Source: an optimization exercise on an open RTL-to-GDS flow (aim: small area, a short achievable clock period and few clock cycles per item). Production flows keep margins and buffers that such runs may drop.
In this exercise RTL edits were held to simulation tests only and were not proved equivalent to the original.
No activity file was given, so power comes from the tool's default toggle rates.

violet:
// psg_top
module psg_top
(
	input  logic                clk_i,
	input  logic                rst_i,
	input  logic                wr_i,
	input  logic [ADR_W-1:0]    adr_i,
	input  logic [DATA_W-1:0]   dat_i,
	input  logic                credit_i,
	output logic                sample_valid_o,
	output logic [SAMPLE_W-1:0] aud_o
);
Size: roughly 4500 cells after synthesis, about 580 flip-flops, ~58 I/O pins.
==> flow/config.mk <==
export PLATFORM = sky130hd
export DESIGN_NAME = psg_top
export DESIGN_NICKNAME = psg_top
export VERILOG_FILES = /design/flow/design.v
export SDC_FILE = /design/flow/constraint.sdc
export NUM_CORES = 4
export LEC_CHECK = 0
export CAP_MARGIN = 20
export CORE_MARGIN = 2
export CORE_UTILIZATION = 40
export CTS_BUF_LIST = sky130_fd_sc_hd__clkbuf_4 sky130_fd_sc_hd__clkbuf_8
export SLEW_MARGIN = 20
==> flow/constraint.sdc <==
create_clock -name core_clock -period 11.0 [get_ports {clk_i}]
set_input_delay 2.2000 -clock core_clock [delete_from_list [all_inputs] [get_ports {clk_i}]]
set_output_delay 2.2000 -clock core_clock [all_outputs]
set_load 0.01 [all_outputs]
standard.sh (not shown) runs the stock make flow with config.mk's settings and CLKGATE_MAP_FILE= SYNTH_SCRIPT=/design/flow/synth_recipe.tcl, a recipe that flattens the netlist after the stock synthesis.
==> flow/flow/run.sh <==
#!/bin/bash
set -euo pipefail
bash standard.sh SETUP_SLACK_MARGIN=7 finish > make_finish.log 2>&1
Testbench counts of violet, summed over its fixed seeds: cycles 4,970, items 4,079.
Changes in willow relative to violet:
Settings: clearing CTS_BUF_LIST, which used to be sky130_fd_sc_hd__clkbuf_4 sky130_fd_sc_hd__clkbuf_8.
==> flow/flow/run.sh <==
#!/bin/bash
set -euo pipefail
bash standard.sh SETUP_SLACK_MARGIN=7.5 finish > make_finish.log 2>&1
- Minimum clock period: violet and willow compared, higher one is violet
- willow vs violet — non-clock buffer area fraction after layout rose 2.5 points.
- On weighted congestion at the end of routability-driven global placement, violet tracks willow almost exactly.
- As of willow, routed wire length had risen by a few percent compared to violet.
- Relative to violet, share of power burned in combinational logic increased by 2.1 points in willow.
- Of the two candidates, violet has the better first-pass GRT wire length and willow the worse one.
- In willow the number of buffers outside the clock class in the layout turned out 152 higher than in violet.
- Global-route usage (lower): violet
- Relative to violet, the area added between synthesis and finish of willow is higher by 6.6 points.
Here is what was changed in the inputs of onyx compared with willow.
Settings: CORE_UTILIZATION changed from 40 to 60; PLACE_DENSITY newly set to 0.75.
==> flow/flow/run.sh <==
#!/bin/bash
set -euo pipefail
bash standard.sh SETUP_SLACK_MARGIN=7 finish > make_finish.log 2>&1
[summary]
onyx finished all stages; the layout is clean. Looking at launch point of the worst path, the u_regs.freq_q[3][0] result is from willow; the u_regs.freq_q[2][0] one comes from onyx. Compared with willow, onyx shows a largest net degree at the start of global routing that is 45 higher. Taking willow as the reference, in onyx internal power summed over all cells saw a decrease; clock latency reported for the late side of the worst-skew pair down 0.03 ns; area after synthesis neither gained nor lost much; critical path required time now sits at about the same level; area of the die decreased about 33%. Summary of onyx over willow: relative area change from synthesis to final layout now smaller; count of placed standard cells in the final layout, fillers left out now sits lower.
Input-level comparison between harbor and onyx:
Settings: CORE_UTILIZATION now 40, was 60; PLACE_DENSITY no longer set, was 0.75.
Results
- harbor went all the way through the flow, and no timing, DRC or antenna check failed.
- harbor ended up with a higher area growth from synthesis to layout than onyx did.
- harbor: design area is 1.3% higher than what onyx reported.
- Changes observed in harbor relative to onyx: number of buffers inserted during clock tree synthesis went up, part of the total power dissipated in combinational logic went down.
- | maximum frequency | harbor vs onyx | 2.8% higher |
For amber, these inputs were changed with respect to harbor:
==> flow/flow/run.sh <==
#!/bin/bash
set -euo pipefail
bash standard.sh SETUP_SLACK_MARGIN=8 finish > make_finish.log 2>&1
[summary]
Looking at the reports, amber completed the entire flow and the layout it produced met the timing, DRC and antenna checks.
In the reports for harbor and amber, the smaller worst hold slack belongs to amber.
Arrival time reported for the critical path endpoint for amber: 0.11 ns down relative to harbor
Number of flops mapped to enable cells by yosys of amber is on par with harbor.
Of the two candidates, harbor has the better routed wire length and amber the worse one.
When the final numbers for harbor and amber were put side by side, the detailed-routing iteration count for the pre-antenna-repair pass turned out to be greater in amber.
Going from harbor to amber, worst reg-to-reg setup slack now sits higher; clock-buffer cell count went up by 10%.
Of harbor and amber, harbor shows the higher minimum period implied by the final worst setup slack, with amber below it.
Against harbor, amber reports a layout buffer count excluding clock buffers that is higher.
In the reports for harbor and amber, the smaller area taken by flip-flops and latches belongs to harbor.


Setup of v22:
Another version of the RTL of psg_top (not shown whole).
Size in the first run: about 4300 cells after synthesis, ~58 I/O pins.
==> flow/design.v (excerpt) <==
module psg_top
(
	input  logic                clk_i,
	input  logic                rst_i,
	input  logic                wr_i,
	input  logic [ADR_W-1:0]    adr_i,
	input  logic [DATA_W-1:0]   dat_i,
	input  logic                credit_i,
	output logic                sample_valid_o,
	output logic [SAMPLE_W-1:0] aud_o
);
	logic [NVOICE*CFG_W-1:0] cfg;
	logic [VOL_W-1:0] volume;
	logic [NVOICE-1:0] copy;
	logic [NVOICE-1:0] renew;
	logic issue;
	logic [NVOICE*WAVE_W-1:0] wave;
	logic [NVOICE*ENV_W-1:0]  level;
	voice_regs u_regs (
		.clk_i    (clk_i),
		.rst_i    (rst_i),
		.wr_i     (wr_i),
		.adr_i    (adr_i),
		.dat_i    (dat_i),
		.cfg_o    (cfg),
		.volume_o (volume)
	);
	frame_sequencer u_seq (
		.clk_i       (clk_i),
		.rst_i       (rst_i),
		.wr_i        (wr_i),
		.adr_i       (adr_i),
		.credit_i    (credit_i),
		.copy_o      (copy),
		.renew_o     (renew),
		.issue_o     (issue),
		.out_valid_o (sample_valid_o)
	);
	envelope_stage u_env (
		.clk_i   (clk_i),
		.rst_i   (rst_i),
		.cfg_i   (cfg),
		.copy_i  (copy),
		.renew_i (renew),
		.issue_i (issue),
		.level_o (level)
	);
	phase_stage u_phase (
		.clk_i   (clk_i),
		.rst_i   (rst_i),
		.cfg_i   (cfg),
		.issue_i (issue),
		.wave_o  (wave)
	);
	mix_stage u_mix (
		.clk_i    (clk_i),
		.wave_i   (wave),
		.level_i  (level),
		.volume_i (volume),
		.aud_o    (aud_o)
	);
endmodule
export LEC_CHECK = 0
export CAP_MARGIN = 20
export CORE_MARGIN = 2
export CORE_UTILIZATION = 40
export CTS_CLUSTER_DIAMETER = 100
export CTS_CLUSTER_SIZE = 24
export SLEW_MARGIN = 20
create_clock -name core_clock -period 11.0 [get_ports {clk_i}]
==> flow/flow/run.sh <==
#!/bin/bash
set -euo pipefail
R="$PWD/orfs/results/sky130hd/psg_top/base"
bash standard.sh SETUP_SLACK_MARGIN=6.5 synth > make_synth.log 2>&1
cp "$R/1_2_yosys.v" "$R/1_2_yosys_std.v"
python3 flow/invopt.py "$R/1_2_yosys_std.v" "$R/1_2_yosys.v" > invopt.log 2>&1
rm -f "$R/1_synth.odb" "$R/1_synth.sdc"
bash standard.sh SETUP_SLACK_MARGIN=6.5 finish > make_finish.log 2>&1
Other scripts of this flow, unchanged in this note and not shown: flow/flow/invopt.py
v22: all stages complete, timing, DRC and antenna checks passed
Testbench counts of v22, summed over its fixed seeds: cycles 4,970, items 4,079.
The inputs of v31 differ from those of v22 as listed below.
Settings: an added TNS_END_PERCENT of 10.
diff --git a/flow/flow/run.sh b/flow/flow/run.sh
--- a/flow/flow/run.sh
+++ b/flow/flow/run.sh
@@ -4 +4 @@
-bash standard.sh SETUP_SLACK_MARGIN=6.5 synth > make_synth.log 2>&1
+bash standard.sh SETUP_SLACK_MARGIN=7 synth > make_synth.log 2>&1
@@ -8 +8 @@
-bash standard.sh SETUP_SLACK_MARGIN=6.5 finish > make_finish.log 2>&1
+bash standard.sh SETUP_SLACK_MARGIN=7 finish > make_finish.log 2>&1
--- outcome ---
In v31 the transition time of the tightest slew-check pin turned out 0.053 ns higher than in v22.
Going from v22 to v31, number of buffers added to fix hold violations after cts held; share of power burned in combinational logic shows an increase of 0.7 points; final cell count up 51; via count saw an increase.
v22 → v31: post-route cell area increased about 1.4%, setup slack up 0.24 ns, total length of routed wires climbed about 0.8%, share of the final layout cell area in sequential cells decreased by 0.39 points relative to the old numbers.
Changes in v53 relative to v31:
Settings: CTS_CLUSTER_DIAMETER: 100 -> 110; TNS_END_PERCENT: 10 -> unset; CTS_CLUSTER_SIZE: 24 -> 27.
Notes after the runs:
- Looking at overall power of the completed layout, v53 sits about 5.5% lower than v31 does.
- Setup slack in v53 is larger than in v31.
- [v53] global-route usage fell 0.46 points relative to v31
- Across both runs, proportion of power drawn by the clock network was lower for v53 than for v31.
- Looking at half-perimeter wire length after placement, v53 sits 1.9% below v31.
- Cmp v53 vs v31: clock tree buffer count of the final layout lower in v53
Input-level comparison between v40 and v53:
Settings: CTS_CLUSTER_SIZE: 27 -> 24; CTS_CLUSTER_DIAMETER: 110 -> 100.
diff --git a/flow/flow/run.sh b/flow/flow/run.sh
--- a/flow/flow/run.sh
+++ b/flow/flow/run.sh
@@ -4 +4 @@
-bash standard.sh SETUP_SLACK_MARGIN=7 synth > make_synth.log 2>&1
+bash standard.sh SETUP_SLACK_MARGIN=7.25 synth > make_synth.log 2>&1
@@ -8 +8 @@
-bash standard.sh SETUP_SLACK_MARGIN=7 finish > make_finish.log 2>&1
+bash standard.sh SETUP_SLACK_MARGIN=7.25 finish > make_finish.log 2>&1
--- outcome ---
v40 closes out successfully: all stages finished, all timing, DRC and antenna checks passed. Cmp v40 and v53 / minimum period implied by the final worst setup slack / higher: v53. The first-pass GRT wire length of v40 was inferior to that of v53. Across both runs, worst setup slack was higher for v40 than for v53. Diff v53 -> v40: required time of the worst setup path saw an increase; clock latency reported for the late side of the worst-skew pair barely changed; total area of multi-input combinational cells moved up.
Relative to v40, the following input files were edited for v7:
diff --git a/flow/flow/run.sh b/flow/flow/run.sh
--- a/flow/flow/run.sh
+++ b/flow/flow/run.sh
@@ -4 +4 @@
-bash standard.sh SETUP_SLACK_MARGIN=7.25 synth > make_synth.log 2>&1
+bash standard.sh SETUP_SLACK_MARGIN=7 synth > make_synth.log 2>&1
@@ -8 +8 @@
-bash standard.sh SETUP_SLACK_MARGIN=7.25 finish > make_finish.log 2>&1
+bash standard.sh SETUP_SLACK_MARGIN=7 finish > make_finish.log 2>&1
==> comparison <==
On combinational power share: v7 sits below v40.
v40 → v7: worst-case hold slack ~0 delta, layout clock buffer count +2, sum of routed wire length over all layers -3.6%, count of buffers added by post-CTS timing repair for setup -25, total power -about 3%.
Cell area, v7 and v40: lower on v7
Min core utilization across v7 and v40: v7

==> port drivers added, routing unchanged <==
The flow's constraints put no driver on any port. The routed layouts listed below were extracted and timed again, unchanged, in two steps. Step 1: set_driving_cell puts a clkbuf_16 on clk_i and a buf_2 on each other input, an assumption about the parent block. Step 2, shift: input delay + t, output delay - t, t = (earliest + latest rising clock arrival at the registers) / 2. This alone moves slack from input paths to output paths. Three values: ideal ports, drivers, drivers and shift; two values: the first two.
| run | t (ns) | slack for setup (ns) | latest minus earliest clock arrival (ns) | pins driven straight from the clock port |
|---|---|---|---|---|
| violet | 0.836 | 6.911 / 6.911 / 6.304 | 0.068 / 0.068 | 1 |
| willow | 0.714 | 6.962 / 6.962 / 6.662 | 0.047 / 0.047 | 1 |
| onyx | 0.689 | 6.787 / 6.787 / 6.305 | 0.032 / 0.032 | 1 |
| harbor | 0.696 | 6.900 / 6.900 / 6.311 | 0.042 / 0.042 | 1 |
| amber | 0.703 | 7.032 / 7.032 / 6.893 | 0.036 / 0.036 | 1 |
| v22 | 0.699 | 6.671 / 6.686 / 6.007 | 0.066 / 0.066 | 1 |
| v31 | 0.702 | 6.908 / 6.908 / 6.253 | 0.067 / 0.067 | 1 |
| v53 | 0.734 | 7.014 / 7.014 / 6.374 | 0.052 / 0.052 | 1 |
| v40 | 0.749 | 7.061 / 7.061 / 6.562 | 0.032 / 0.032 | 1 |
| v7 | 0.750 | 7.054 / 7.068 / 6.341 | 0.094 / 0.093 | 1 |
After both steps every run listed still meets setup and hold. For v7, which loses most, drivers alone change the setup slack by +0.014 ns; drivers and shift together by -0.713 ns.
